This is an optimization exercise on Yosys and OpenROAD, whose aim is small area, not a production implementation. RTL that was checked went through simulation tests only; none was proved equivalent to the original. No activity file was given, so power comes from the tool's default toggle rates.

P:
## pid_controller_param
module pid_controller_param #(
  parameter int DW   = pid_pkg::DEF_DW,
  parameter int FRAC = pid_pkg::DEF_FRAC,
  parameter int ACCW = 2*DW+4
) (
  input  logic                 clk,
  input  logic                 rst,
  input  logic                 en,
  input  logic                 clear,
  input  logic signed [DW-1:0] setpoint,
  input  logic signed [DW-1:0] feedback,
  input  logic signed [DW-1:0] kp,
  input  logic signed [DW-1:0] ki,
  input  logic signed [DW-1:0] kd,
  input  logic [ACCW-2:0]      int_limit,
  input  logic [15:0]          clk_times,
  output logic signed [DW-1:0] control_signal,
  output logic                 valid,
  output logic                 busy,
  output logic                 overrun
);
  logic [2:0]       st_q;
  logic [15:0]      cnt_q;
  logic [15:0]      e_q;       
  logic [15:0]      pe_q;      
  logic             pe_v;      
  logic [35:0]      acc_q;     
  logic             acc_c;     
  logic             acc_v;     
  logic [32:0]      t_q;       
  logic [15:0]      ctrl_q;
  logic             valid_q, overrun_q;
  logic s_idle, s_p, s_i, s_d, s_sum, tick;
  assign s_idle = ~st_q[2] & ~st_q[0];
  assign s_p    = st_q[1] & ~st_q[2];
  assign s_i    = st_q[2] & st_q[0];
  assign s_d    = st_q[1] & ~st_q[0];
  assign s_sum  = st_q[2] & ~st_q[1];
  ...
Size: about 1,400 cells after synthesis, roughly 150 I/O pins, roughly 15,000 um2 of cells after synthesis.
Settings: LEC_CHECK=0, ABC_AREA=1, CAP_MARGIN=20, CORE_MARGIN=2, CORE_UTILIZATION=65, CTS_BUF_LIST=sky130_fd_sc_hd__clkbuf_8, SLEW_MARGIN=20, SYNTH_HIERARCHICAL=1; clock period 13.5 ns.
standard.sh (not shown) runs the stock make flow with config.mk's settings and CLKGATE_MAP_FILE= SYNTH_SCRIPT=/design/flow/synth_recipe.tcl, a recipe that flattens the netlist after the stock synthesis.
==> flow/flow/run.sh <==
#!/bin/bash
# Standard synthesis, then the combinational logic re-mapped for area (registers,
# adder cells and tie cells untouched), then the standard layout with the
# smallest buffer on the ports. Each tool writes its log to a file here.
set -euo pipefail
export BUFFER_PORTS_ARGS="-buffer_cell sky130_fd_sc_hd__buf_1"
bash standard.sh synth > log_synth.log 2>&1
R=orfs/results/$FLOW_PLATFORM/pid_controller_param/base
LIB=$FLOW_HOME/platforms/$FLOW_PLATFORM/lib/sky130_fd_sc_hd__tt_025C_1v80.lib
cp $R/1_2_yosys.v std_netlist.v
KEEP=$(grep -oE "sky130_fd_sc_hd__(df|edf|sdf|dl|fa_|ha_|conb)[a-z0-9_]*" std_netlist.v | sort -u | tr '\n' ' ')
sed -e "s|@LIB@|$LIB|g" -e "s|@KEEP@|$KEEP|" -e "s|@TOP@|$FLOW_TOP|g" flow/remap.ys.in > remap.ys
yosys -l log_remap.log -s remap.ys > /dev/null
cp remap_netlist.v $R/1_2_yosys.v
rm -f $R/1_synth.odb $R/1_synth.sdc
bash standard.sh > log_flow.log 2>&1
Other scripts of this flow, unchanged in this note and not shown: flow/flow/remap.abc, flow/flow/remap.ys.in
P was carried through to the last stage, and its layout satisfied the timing, design-rule and antenna checks.
The inputs of Q differ from those of P as listed below.
Settings: swapping 65 for 40 in CORE_UTILIZATION.
## What came out
Q against P: clock sink count neither gained nor lost much, signed area change from the synthesized netlist to the final layout moved up, clock skew lower, fraction of area in multi-input gates has decreased.
Going from P to Q, number of port buffers comparable, critical path depth shows a reduction of 1, routability congestion estimate held steady, post-layout instance count excluding filler cells higher.
What R does differently from Q at the input level:
Settings: CAP_MARGIN changed from 20 to 0; SLEW_MARGIN changed from 20 to 0.
Results
As far as top achievable clock speed is concerned, R and Q perform about the same.
Between Q and R, the first-pass GRT wire length is higher for Q.
R vs Q, clock network power share went up by 0.2 points.
Diff Q..R | I/O pin total | unchanged
Status: clock latency on the worst-skew pair parity (Q, R)
No functional check of the RTL was part of any run of this note.

Another version of the RTL of pid_controller_param (not shown whole).
Size: ~14000 sq um of cells after synthesis.
// pid_controller_param
module pid_controller_param #(
  parameter int DW   = pid_pkg::DEF_DW,
  parameter int FRAC = pid_pkg::DEF_FRAC,
  parameter int ACCW = 2*DW+4
) (
  input  logic                 clk,
  input  logic                 rst,
  input  logic                 en,
  input  logic                 clear,
  input  logic signed [DW-1:0] setpoint,
  input  logic signed [DW-1:0] feedback,
  input  logic signed [DW-1:0] kp,
  input  logic signed [DW-1:0] ki,
  input  logic signed [DW-1:0] kd,
  input  logic [ACCW-2:0]      int_limit,
  input  logic [15:0]          clk_times,
  output logic signed [DW-1:0] control_signal,
  output logic                 valid,
  output logic                 busy,
  output logic                 overrun
);
clock: 13.5 ns
lec_check: 0
abc_area: 1
cap_margin: 20
core_margin: 2
core_utilization: 65
cts_buf_list: sky130_fd_sc_hd__clkbuf_8
slew_margin: 20
synth_hierarchical: 1
==> flow/flow/run.sh <==
#!/bin/bash
# Standard synthesis; then the combinational logic re-mapped for area by ABC
# (registers, full/half adder cells and tie cells kept exactly as synthesized).
# Re-mapping is tried with two ABC scripts and 1 to 3 passes of each; each result gets a quick pre-layout
# timing estimate, and the smallest one whose estimate is within the margin is
# kept (the fastest if none is). Then the standard layout, with the smallest
# buffer on the ports. Each tool logs to a file of its own here.
set -euo pipefail
export BUFFER_PORTS_ARGS="-buffer_cell sky130_fd_sc_hd__buf_1"
bash standard.sh synth > log_synth.log 2>&1
R=orfs/results/$FLOW_PLATFORM/pid_controller_param/base
P=$FLOW_HOME/platforms/$FLOW_PLATFORM
LIB=$P/lib/sky130_fd_sc_hd__tt_025C_1v80.lib
cp $R/1_2_yosys.v std_netlist.v
KEEP=$(grep -oE "sky130_fd_sc_hd__(df|edf|sdf|dl|fa_|ha_|conb)[a-z0-9_]*" std_netlist.v | sort -u | tr '\n' ' ')
MARGIN=-0.5
: > remap_choice.txt
for v in a b; do
for k in 1 2 3; do
  n=$v$k
  src=flow/remap.abc; [[ $v == b ]] && src=flow/remap_b.abc
  : > remap_$n.abc
  for i in $(seq 1 $k); do cat $src >> remap_$n.abc; done
  sed -e "s|@LIB@|$LIB|g" -e "s|@KEEP@|$KEEP|" -e "s|@TOP@|$FLOW_TOP|g" \
      -e "s|flow/remap.abc|remap_$n.abc|" -e "s|remap_stat.txt|remap_stat_$n.txt|" \
      -e "s|remap_netlist.v|remap_netlist_$n.v|" -e "s|remap_pre.txt|remap_pre_$n.txt|" \
      flow/remap.ys.in > remap_$n.ys
  yosys -l log_remap_$n.log -s remap_$n.ys > /dev/null
  a=$(awk '/Chip area for module/ {print $NF}' remap_stat_$n.txt | tail -1)
  PSTA_TLEF=$P/lef/sky130_fd_sc_hd.tlef PSTA_LEF=$P/lef/sky130_fd_sc_hd_merged.lef PSTA_LIB=$LIB \
  PSTA_NETLIST=remap_netlist_$n.v PSTA_TOP=$FLOW_TOP PSTA_SDC=$FLOW_SDC \
    openroad -no_init -exit flow/psta.tcl > log_psta_$n.log 2>&1 || true
  s=$(awk '/^BENCHPSTA/ {print $2}' log_psta_$n.log | tail -1)
  [[ -n "$s" ]] || s=-1000
  echo "$n $a $s" >> remap_choice.txt
done
done
best=$(awk -v m=$MARGIN '
  { if ($3 >= m && (ba == "" || $2 < ba)) { ba = $2; bn = $1 }
    if (fs == "" || $3 > fs) { fs = $3; fn = $1 } }
  END { print (bn != "" ? bn : fn) }' remap_choice.txt)
echo "chosen $best" >> remap_choice.txt
cp remap_netlist_$best.v $R/1_2_yosys.v
rm -f $R/1_synth.odb $R/1_synth.sdc
bash standard.sh > log_flow.log 2>&1
Other scripts of this flow, unchanged in this note and not shown: flow/flow/psta.tcl, flow/flow/remap.abc, flow/flow/remap.ys.in, flow/flow/remap_b.abc
Rerun with:
CORE_UTILIZATION = 80   (was 65)
What happened: Routed wire length grows by 13%; total power grows by 1.3%; setup slack gets worse by 0.32 ns.
Rerun with:
CORE_UTILIZATION = 65   (was 80)
PLACE_DENSITY = 0.85   (was not set)
Outcome:
- sequential power barely changes
- global-route usage goes down by 12 points
- hold slack gets worse by 0.023 ns
- setup slack gets better by 0.24 ns
- power hardly moves
- routed wire length goes down by 10%
- cell area goes up by 0.80%

## static timing again, ports no longer ideal
In the flow no input, the clock included, has a driving cell. The finished layouts below were timed again as built, in two steps. Step 1: set_driving_cell puts a clkbuf_16 on clk and a buf_2 on each other input, an assumption about the parent block. Step 2, shift: input delay + t, output delay - t, t = (earliest + latest rising clock arrival at the registers) / 2. This alone moves slack from input paths to output paths. Three values: no drivers, after step 1, after step 2; two values: the first two.
| run | t (ns) | slack for setup (ns) | clock arrival spread, ns |
|---|---|---|---|
| P | 0.509 | 1.905 / 1.927 / 1.418 | 0.026 / 0.026 |
| Q | 0.542 | 1.935 / 1.959 / 1.418 | 0.017 / 0.017 |
| R | 0.548 | 1.909 / 1.938 / 1.389 | 0.017 / 0.017 |
| the first run of note 2 | 0.503 | 1.098 / 1.120 / 0.617 | 0.017 / 0.018 |
| the second run of note 2 | 0.518 | 0.776 / 0.797 / 0.279 | 0.020 / 0.020 |
| the third run of note 2 | 0.510 | 1.014 / 1.033 / 0.523 | 0.016 / 0.016 |
After both steps setup and hold are still met in every run listed. The setup slack of R, which loses most, moves by +0.029 ns with the drivers and by -0.520 ns with both steps.
